From an optimization exercise on the open Yosys and OpenROAD flow, aimed at small area and a short achievable clock period; shortcuts taken in it are not production practice.
The RTL was checked by simulation tests, not by an equivalence proof against the original design.

==> flow/design.v <==
package fp_format_pkg;
    typedef struct packed {
        logic                 sign;
        logic [8-1:0] exp;
        logic [23-1:0] man;
    } fp_word_t;
    typedef struct packed {
        logic                 sign;
        logic [8-1:0] exp;
        logic [23:0]   man;
        logic                 is_zero;
        logic                 is_inf;
        logic                 is_nan;
    } fp_operand_t;
    typedef struct packed {
        logic                  sign;
        logic signed [9:0]     exp;
        logic [27-1:0] man;
    } fp_norm_t;
endpackage
package fp_op_pkg;
    typedef enum logic [5-1:0] {
        OP_FSUB   = 5'b01010,
        OP_FMUL   = 5'b01011,
        OP_FCVT   = 5'b01100,
        OP_FCLASS = 5'b01111
    } fp_op_e;
    typedef enum logic [3:0] {
        CLASS_NEG_INF  = 4'd0,
        CLASS_NEG_NORM = 4'd1,
        CLASS_NEG_SUB  = 4'd2,
        CLASS_NEG_ZERO = 4'd3,
        CLASS_POS_ZERO = 4'd4,
        CLASS_POS_SUB  = 4'd5,
        CLASS_POS_NORM = 4'd6,
        CLASS_POS_INF  = 4'd7,
        CLASS_SNAN     = 4'd8,
        CLASS_QNAN     = 4'd9
    } fp_class_e;
    typedef struct packed {
        logic [32-1:0] data;
        logic                 invalid;
    } fp_result_t;
endpackage
`timescale 1ns/100ps
module fp_round_pack (
    input  logic              i_sign,
    input  logic signed [9:0] i_exp,
    input  logic [26:0]       i_man,
    input  logic              i_zero,
    output logic [31:0]       o_data,
    output logic              o_invalid
);
    logic [22:0] frac;
    logic        round_up;
    logic [23:0] frac_inc;
    logic        carry;
    logic        ovf;
    logic        unf;
    assign frac     = i_man[25:3];
    assign round_up = i_man[2] & (i_man[1] | i_man[0] | i_man[3]);
    assign frac_inc = {1'b0, frac} + 24'(round_up);
    assign carry    = round_up & (&frac);
    assign ovf = (i_exp >= 10'sd255) || ((i_exp == 10'sd254) && carry);
    assign unf = (i_exp <= 10'sd0);
    always_comb begin
        o_data    = '0;
        o_invalid = 1'b0;
        if (i_zero) begin
            o_data = '0;
        end else if (unf && !(i_exp >= 10'sd255)) begin
            o_invalid = 1'b1;
        end else if (ovf) begin
            o_data    = {i_sign, 8'hFF, 23'd0};
            o_invalid = 1'b1;
        end else begin
            o_data = {i_sign, i_exp[7:0] + {7'd0, carry}, frac_inc[22:0]};
        end
    end
endmodule
`timescale 1ns/100ps
module fp_sub (
    input  logic [31:0] i_a,
    input  logic [31:0] i_b,
    output logic [31:0] o_data,
    output logic        o_invalid
);
    logic        sa, sb;
    logic [7:0]  ea, eb;
    logic [23:0] ma, mb;
    logic        eff_sub;
    logic        a_larger;
    logic [8:0]  dab, dba;
    logic [7:0]  d;
    logic [7:0]  e_big;
    logic [23:0] mx, my;
    logic        near;
    logic        zero;
    logic        sign;
    assign sa = i_a[31];
    assign sb = ~i_b[31];
    assign ea = i_a[30:23];
    assign eb = i_b[30:23];
    assign ma = {|ea, i_a[22:0]};
    assign mb = {|eb, i_b[22:0]};
    assign eff_sub  = (sa != sb);
    assign a_larger = (i_a[30:0] >= i_b[30:0]);
    assign dab      = {1'b0, ea} - {1'b0, eb};
    assign dba      = {1'b0, eb} - {1'b0, ea};
    assign d        = dab[8] ? dba[7:0] : dab[7:0];
    assign e_big    = a_larger ? ea : eb;
    assign mx       = a_larger ? ma : mb;
    assign my       = a_larger ? mb : ma;
    assign sign     = a_larger ? sa : sb;
    assign near = eff_sub && (d[7:1] == 7'd0);
    assign zero = eff_sub ? (i_a[30:0] == i_b[30:0])
                          : ((i_a[30:0] == 31'd0) && (i_b[30:0] == 31'd0));
    logic [26:0] y_ext;
    logic [26:0] lost_mask;
    logic        sticky;
    logic [26:0] y_al;
    logic [27:0] sum_f;
    logic signed [9:0] exp_f;
    logic [26:0] man_f;
    assign y_ext     = {my, 3'b000};
    assign lost_mask = ~(27'h7FF_FFFF << d);
    assign sticky    = |(y_ext & lost_mask);
    assign y_al      = (y_ext >> d) | {26'd0, sticky};
    assign sum_f     = eff_sub ? ({1'b0, mx, 3'b000} - {1'b0, y_al})
                               : ({1'b0, mx, 3'b000} + {1'b0, y_al});
    always_comb begin
        if (sum_f[27]) begin
            exp_f = $signed({2'b00, e_big}) + 10'sd1;
            man_f = {sum_f[27:2], sum_f[1] | sum_f[0]};
        end else if (sum_f[26]) begin
            exp_f = $signed({2'b00, e_big});
            man_f = sum_f[26:0];
        end else begin
            exp_f = $signed({2'b00, e_big}) - 10'sd1;
            man_f = {sum_f[25:0], 1'b0};
        end
    end
    logic [26:0] sum_n;
    logic [4:0]  lz;
    logic signed [9:0] exp_n;
    logic [26:0] man_n;
    assign sum_n = {mx, 3'b000} - (d[0] ? {1'b0, my, 2'b00} : {my, 3'b000});
    always_comb begin
        lz = '0;
        for (int i = 0; i < 27; i++) begin
            if (sum_n[i]) lz = 5'(26 - i);
        end
    end
    assign exp_n = $signed({2'b00, e_big}) - $signed({5'b00000, lz});
    assign man_n = sum_n << lz;
    fp_round_pack u_round (
        .i_sign   (sign),
        .i_exp    (near ? exp_n : exp_f),
        .i_man    (near ? man_n : man_f),
        .i_zero   (zero),
        .o_data   (o_data),
        .o_invalid(o_invalid)
    );
endmodule
`timescale 1ns/100ps
module fp_mul_booth (
    input  logic [23:0] i_a,
    input  logic [23:0] i_b,
    output logic [47:0] o_p
);
    localparam int ROWS = 13;
    logic [26:0] bx;
    logic [25:0] row [ROWS];
    logic [47:0] negs;
    assign bx = {2'b00, i_b, 1'b0};
    always_comb begin
        negs = '0;
        for (int i = 0; i < ROWS; i++) begin
            logic [2:0]  dg;
            logic        neg, one, two;
            logic [24:0] mag;
            dg  = bx[2*i +: 3];
            neg = dg[2] & ~(dg[1] & dg[0]);
            one = dg[1] ^ dg[0];
            two = (dg == 3'b011) || (dg == 3'b100);
            mag = ({25{one}} & {1'b0, i_a}) | ({25{two}} & {i_a, 1'b0});
            row[i] = {~neg, mag ^ {25{neg}}};
            negs[2*i] = neg;
        end
    end
    localparam logic [47:0] SIGN_FIX = 48'h5555_5600_0000;
    assign o_p = {22'd0, row[0]}
               + {20'd0, row[1], 2'd0}
               + {18'd0, row[2], 4'd0}
               + {16'd0, row[3], 6'd0}
               + {14'd0, row[4], 8'd0}
               + {12'd0, row[5], 10'd0}
               + {10'd0, row[6], 12'd0}
               + {8'd0, row[7], 14'd0}
               + {6'd0, row[8], 16'd0}
               + {4'd0, row[9], 18'd0}
               + {2'd0, row[10], 20'd0}
               + {row[11], 22'd0}
               + {row[12][23:0], 24'd0}
               + negs
               + SIGN_FIX;
endmodule
module fp_mul (
    input  logic [31:0] i_a,
    input  logic [31:0] i_b,
    output logic [31:0] o_data,
    output logic        o_invalid
);
    logic [7:0]  ea, eb;
    logic [23:0] ma, mb;
    logic [47:0] p;
    logic signed [9:0] exp_sum;
    logic signed [9:0] exp_n;
    logic [26:0] man_n;
    assign ea = i_a[30:23];
    assign eb = i_b[30:23];
    assign ma = {|ea, i_a[22:0]};
    assign mb = {|eb, i_b[22:0]};
    fp_mul_booth u_booth (.i_a(ma), .i_b(mb), .o_p(p));
    assign exp_sum = $signed({2'b00, ea}) + $signed({2'b00, eb}) - 10'sd127;
    always_comb begin
        if (p[47]) begin
            exp_n = exp_sum + 10'sd1;
            man_n = {p[47:22], |p[21:0]};
        end else begin
            exp_n = exp_sum;
            man_n = {p[46:21], |p[20:0]};
        end
    end
    fp_round_pack u_round (
        .i_sign   (i_a[31] ^ i_b[31]),
        .i_exp    (exp_n),
        .i_man    (man_n),
        .i_zero   ((ma == 24'd0) || (mb == 24'd0)),
        .o_data   (o_data),
        .o_invalid(o_invalid)
    );
endmodule
`timescale 1ns/100ps
module fp_cvt_ws (
    input  logic [31:0] i_a,
    output logic [31:0] o_data,
    output logic        o_invalid
);
    logic        sign;
    logic [7:0]  exp;
    logic [23:0] man;
    logic [4:0]  t;
    logic [61:0] shifted;
    logic [30:0] int_part;
    logic        guard;
    logic        rest;
    logic        round_up;
    logic [31:0] conv;
    assign sign = i_a[31];
    assign exp  = i_a[30:23];
    assign man  = {|exp, i_a[22:0]};
    assign t        = 5'(8'd157 - exp);
    assign shifted  = {man, 7'd0, 31'd0} >> t;
    assign int_part = shifted[61:31];
    assign guard    = shifted[30];
    assign rest     = |shifted[29:0];
    assign round_up = guard & (rest | int_part[0]);
    assign conv = ({32{sign}} ^ {1'b0, int_part}) + {31'd0, sign ^ round_up};
    always_comb begin
        o_data    = conv;
        o_invalid = 1'b0;
        if (exp == 8'hFF && i_a[22:0] != 23'd0) begin
            o_data    = 32'h7FFF_FFFF;
            o_invalid = 1'b1;
        end else if (exp >= 8'd158) begin
            o_data    = sign ? 32'h8000_0000 : 32'h7FFF_FFFF;
            o_invalid = 1'b1;
        end else if (exp < 8'd126) begin
            o_data = '0;
        end
    end
endmodule
`timescale 1ns/100ps
module fp_class (
    input  logic [31:0] i_a,
    output logic [9:0]  o_mask
);
    logic sign, exp_zero, exp_ones, frac_zero;
    assign sign      = i_a[31];
    assign exp_zero  = (i_a[30:23] == 8'h00);
    assign exp_ones  = (i_a[30:23] == 8'hFF);
    assign frac_zero = (i_a[22:0] == 23'd0);
    assign o_mask[0] =  sign & exp_ones & frac_zero;
    assign o_mask[1] =  sign & !exp_zero & !exp_ones;
    assign o_mask[2] =  sign & exp_zero & !frac_zero;
    assign o_mask[3] =  sign & exp_zero & frac_zero;
    assign o_mask[4] = !sign & exp_zero & frac_zero;
    assign o_mask[5] = !sign & exp_zero & !frac_zero;
    assign o_mask[6] = !sign & !exp_zero & !exp_ones;
    assign o_mask[7] = !sign & exp_ones & frac_zero;
    assign o_mask[8] = exp_ones & !frac_zero & !i_a[22];
    assign o_mask[9] = exp_ones & !frac_zero &  i_a[22];
endmodule
`timescale 1ns/100ps
module fp_unit (
    input  logic                    i_clk,
    input  logic                    i_rst_n,
    input  logic [32-1:0]    i_data_r1,
    input  logic [32-1:0]    i_data_r2,
    input  logic [5-1:0]   i_alu_ctrl,
    output logic [32-1:0]    o_data,
    output logic                    o_invalid
);
    logic [31:0] sub_data, mul_data, cvt_data;
    logic        sub_inv, mul_inv, cvt_inv;
    logic [9:0]  class_mask;
    logic [31:0] sel_data;
    logic        sel_inv;
    logic [31:0] data_q;
    logic        inv_q;
    fp_sub    u_sub   (.i_a(i_data_r1), .i_b(i_data_r2), .o_data(sub_data), .o_invalid(sub_inv));
    fp_mul    u_mul   (.i_a(i_data_r1), .i_b(i_data_r2), .o_data(mul_data), .o_invalid(mul_inv));
    fp_cvt_ws u_cvt   (.i_a(i_data_r1), .o_data(cvt_data), .o_invalid(cvt_inv));
    fp_class  u_class (.i_a(i_data_r1), .o_mask(class_mask));
    always_comb begin
        case (i_alu_ctrl)
            5'b01010:   begin sel_data = sub_data; sel_inv = sub_inv; end
            5'b01011:   begin sel_data = mul_data; sel_inv = mul_inv; end
            5'b01100:   begin sel_data = cvt_data; sel_inv = cvt_inv; end
            5'b01111: begin sel_data = {22'd0, class_mask}; sel_inv = 1'b0; end
            default:      begin sel_data = '0; sel_inv = 1'b0; end
        endcase
    end
    always_ff @(posedge i_clk) begin
        if (!i_rst_n) begin
            data_q <= '0;
            inv_q  <= 1'b0;
        end else begin
            data_q <= sel_data;
            inv_q  <= sel_inv;
        end
    end
    assign o_data    = data_q;
    assign o_invalid = inv_q;
endmodule
==> flow/run.sh <==
#!/bin/bash
# synth_recipe.tcl (not shown) runs the flow's synth.tcl, then flattens the netlist and writes it again
# the make line also repeats each setting of config.mk as NAME=value (left out here)
make -C /OpenROAD-flow-scripts/flow DESIGN_CONFIG=/design/flow/config.mk WORK_HOME=/design/flow/orfs CLKGATE_MAP_FILE= SYNTH_SCRIPT=/design/flow/synth_recipe.tcl finish
==> flow/config.mk <==
export PLATFORM = sky130hd
export DESIGN_NAME = fp_unit
export DESIGN_NICKNAME = fp_unit
export VERILOG_FILES = /design/flow/design.v
export SDC_FILE = /design/flow/constraint.sdc
export NUM_CORES = 4
export LEC_CHECK = 0
export CAP_MARGIN = 20
export CORE_MARGIN = 2
export CORE_UTILIZATION = 40
export SLEW_MARGIN = 20
==> flow/constraint.sdc <==
create_clock -name core_clock -period 16.0 [get_ports {i_clk}]
set_input_delay 3.2000 -clock core_clock [delete_from_list [all_inputs] [get_ports {i_clk}]]
set_output_delay 3.2000 -clock core_clock [all_outputs]
set_load 0.01 [all_outputs]
==> results_dict.tcl <==
set metrics [dict create \
    hold_viol 0 \
    cts_buffers 5 \
    tns_ns 0 \
    fin_crit_sh 0.962 \
    crit_buf_inv 9 \
    clkTransAtPathRegs_ns 0.05 \
    postCtsHoldBufs 0 \
    die-area_um2 94300 \
    syn_inst 4990 \
    drcViolationCount 0 \
    holdPathStages 4 \
    drive_gt1_frac 0.136 \
    fmax_mhz 65.0 \
    yosysTopAreaCell "fa_1" \
    cp_num_cells 59 \
    path_max_fanout 5 \
    antenna_left 0 \
    synth_area_leaders "fa_1 13%, ha_1 12%, xnor2_1 10%" \
    dr.first_iter.drc_count 4873 \
    root_buffer "clkbuf_16" \
    arrival_ns 15.56 \
    clock-sinks 33 \
    cpPeakStageDelay_ns 0.56 \
    max-cap-violations 0 \
    fillers 9316 \
    yosysSeqAreaShare 0.0180 \
    dieHeight_um 307 \
    start_util 0.402 \
    vias_per_cell 6.27 \
    slowest_stage "fa_1" \
    hold_path.class "in -> reg" \
    antenna_found_initial 9 \
    drt_wl_total_um 156000 \
    crit_family "adder cells" \
    vias 39900 \
    grt_start_max_net_pins 56 \
    dpl.cell_count 6335 \
    die_w_um 307 \
    maxSlewHeadroom 0.141 \
    area_growth_pct 13.8 \
    ios 104 \
    yosys_warnings 7 \
    synth_edf_count 0 \
    placed_area_um2 41000 \
    dpl.hpwl_um 126000 \
    finalSetupViolCount 0 \
    crit_required_ns 16.17 \
    grt_overflow 0 \
    period_needed_ns 15.39 \
    finalMaxSlewViolations 0 \
    stdcell_count 6361 \
    synth_fp_nets 5653 \
    synth_area_um2 36700 \
    grt_pass1_wl_um 235000 \
    critical_path_class "in -> reg" \
    rows 111 \
    synth_top_area_frac 0.128 \
    gp_congestion 1.03 \
    synth_seq_cells 33 \
    cts_tree "yes" \
    routedWlPerCell_um 24.5 \
    core_area_um2 91400 \
    cts.path.max_buffers 2 \
    worstSetupEndpointType "flop" \
    status "complete, no violations" \
    firstDrtPassIters 8 \
    htree_num_levels 2 \
    io_buffers 103 \
    grt_pass1_vias 37600 \
    async_flop_share 0 \
    cpMostUsedCell "fa_1" \
    avgSynthCellArea_um2 7.36 \
    synth_flop_cell "dfxtp_1" \
    fin_util 0.457 \
    yosys.cell_types.count 106 \
    stdcell_area_um2 41800 \
    nets 5836 \
    rsz0062_at_grt "yes" \
    start_kind "input port" \
    tightest_slew_ns 1.28 \
    track_usage 0.319 \
]
==> layer usage <==
metal	vias to the layer above	wire length, um	GRT usage
met5	-	92	0
met3	307	17100	0.0671
met4	14	5750	0.0990
met2	2166	63700	0.466
met1	19100	69500	0.464
li1	18300	-	-
==> cell usage in the layout, fill, tap and decap left out, drive strengths merged, types with 17 or more instances in the layout <==
cell	n
and3	51
nand4	59
nand2b	39
clkdlybuf4s50	89
a221oi	19
a211o	21
o21bai	33
mux2i	105
or3	37
inv	404
a31o	17
nor2b	35
a21oi	294
buf	429
mux2	54
o21ai	228
a22oi	267
nand2	394
nand3	131
a21o	80
a31oi	68
fa	234
ha	358
nor4	44
o31ai	34
mux4	33
o211ai	39
o22ai	57
xor2	120
and2	40
nor3	136
or2	21
dfxtp	33
xnor2	436
a211oi	68
nor2	351
o21a	40
==> synthesized netlist by cell type, drive strengths merged (54+ instances only) <==
cell,number
a211oi,68
a21o,80
a21oi,294
a22oi,267
a31oi,68
buf,93
clkbuf,253
fa,234
ha,358
inv,404
mux2,54
mux2i,105
nand2,394
nand3,131
nand4,59
nor2,351
nor3,136
o21ai,228
o22ai,57
xnor2,436
xor2,120
==> cell families after synthesis <==
family	after synthesis	share of synthesized area
and+or+nand+nor	1404	0.185
xor gates and xnor gates	556	0.133
buffers and inverters	756	0.0790
adders and majority gates	592	0.250
AOI/OAI and AO/OA	1457	0.270
muxes	192	0.0656
DFF	33	0.0180
==> state kept, by name (all words and copies together) (netlist names) <==
register and count:
data_q 32, inv_q 1
==> layout make-up <==
cell class	instances	area [um^2]	share of cell area
Sequential cell	33	661	0.0158
Antenna cell	1	2.50	0.0000599
Inverter	410	1540	0.0368
Tap cell	1186	1480	0.0355
Clock buffer	7	143	0.00341
Clock inverter	1	30.0	0.000719
Timing Repair Buffer	522	4120	0.0986
Multi-Input combinational cell	4201	33800	0.809
==> what timing repair did <==
| action | in CTS | in global routing |
|---|---|---|
| buffers inserted | 6 | 11 |
| endpoints found under the setup margin | 32 | 33 |
| pin swaps | 30 | 56 |
| resized for setup | 30 | 70 |
| cloned | 0 | 0 |
==> path summary, 6_finish.rpt <==
path | from | end | slack (ns)
setup / recovery | i_data_r2[3] | data_q[21] | 0.61
hold / removal | i_data_r1[31] | data_q[31] | 3.68
==> worst min-delay path: cells and delay by family <==
family | cells | cell delay, ns
simple gates | 1 | 0.15
buf+inv | 2 | 0.40
compound gates | 1 | 0.08
==> metrics by stage <==
| stage | hold slack (ns) | setup WS [ns] |
|---|---|---|
| 2_1_floorplan | 3.40 | 0.0356 |
| 3_3_place_gp | 3.94 | -0.560 |
| 3_5_place_dp | 3.94 | -0.720 |
| 4_1_cts | 3.66 | 0.0101 |
| 5_1_grt | 3.71 | -0.0822 |
| 6_report | 3.68 | 0.606 |

-- afterwards: timing with drivers on the ports --
No port has a modelled driver above. Below, the same layout with a new extraction and two added sets of constraints.
Step 1: set_driving_cell puts a clkbuf_16 on i_clk and a buf_2 on each other input, an assumption about the parent block.
Step 2 adds t to the input delays and takes it off the output delays; t is the mean of the earliest and latest rising clock arrival at the registers after step 1. Input paths then give back, and output paths get back, about the clock's delay inside the block.
Three values: ideal ports, drivers, drivers and shift; two values: the first two.
shift t [ns]: 0.317
setup slack, ns: 0.606 / 0.620 / 0.304
worst hold slack (ns): 3.678 / 3.662 / 3.953
slew at the worst register clock pin (ns): 0.05 / 0.05
After both steps this run still meets setup and hold. For this run, drivers alone change the setup slack by +0.014 ns; drivers and shift together by -0.302 ns.
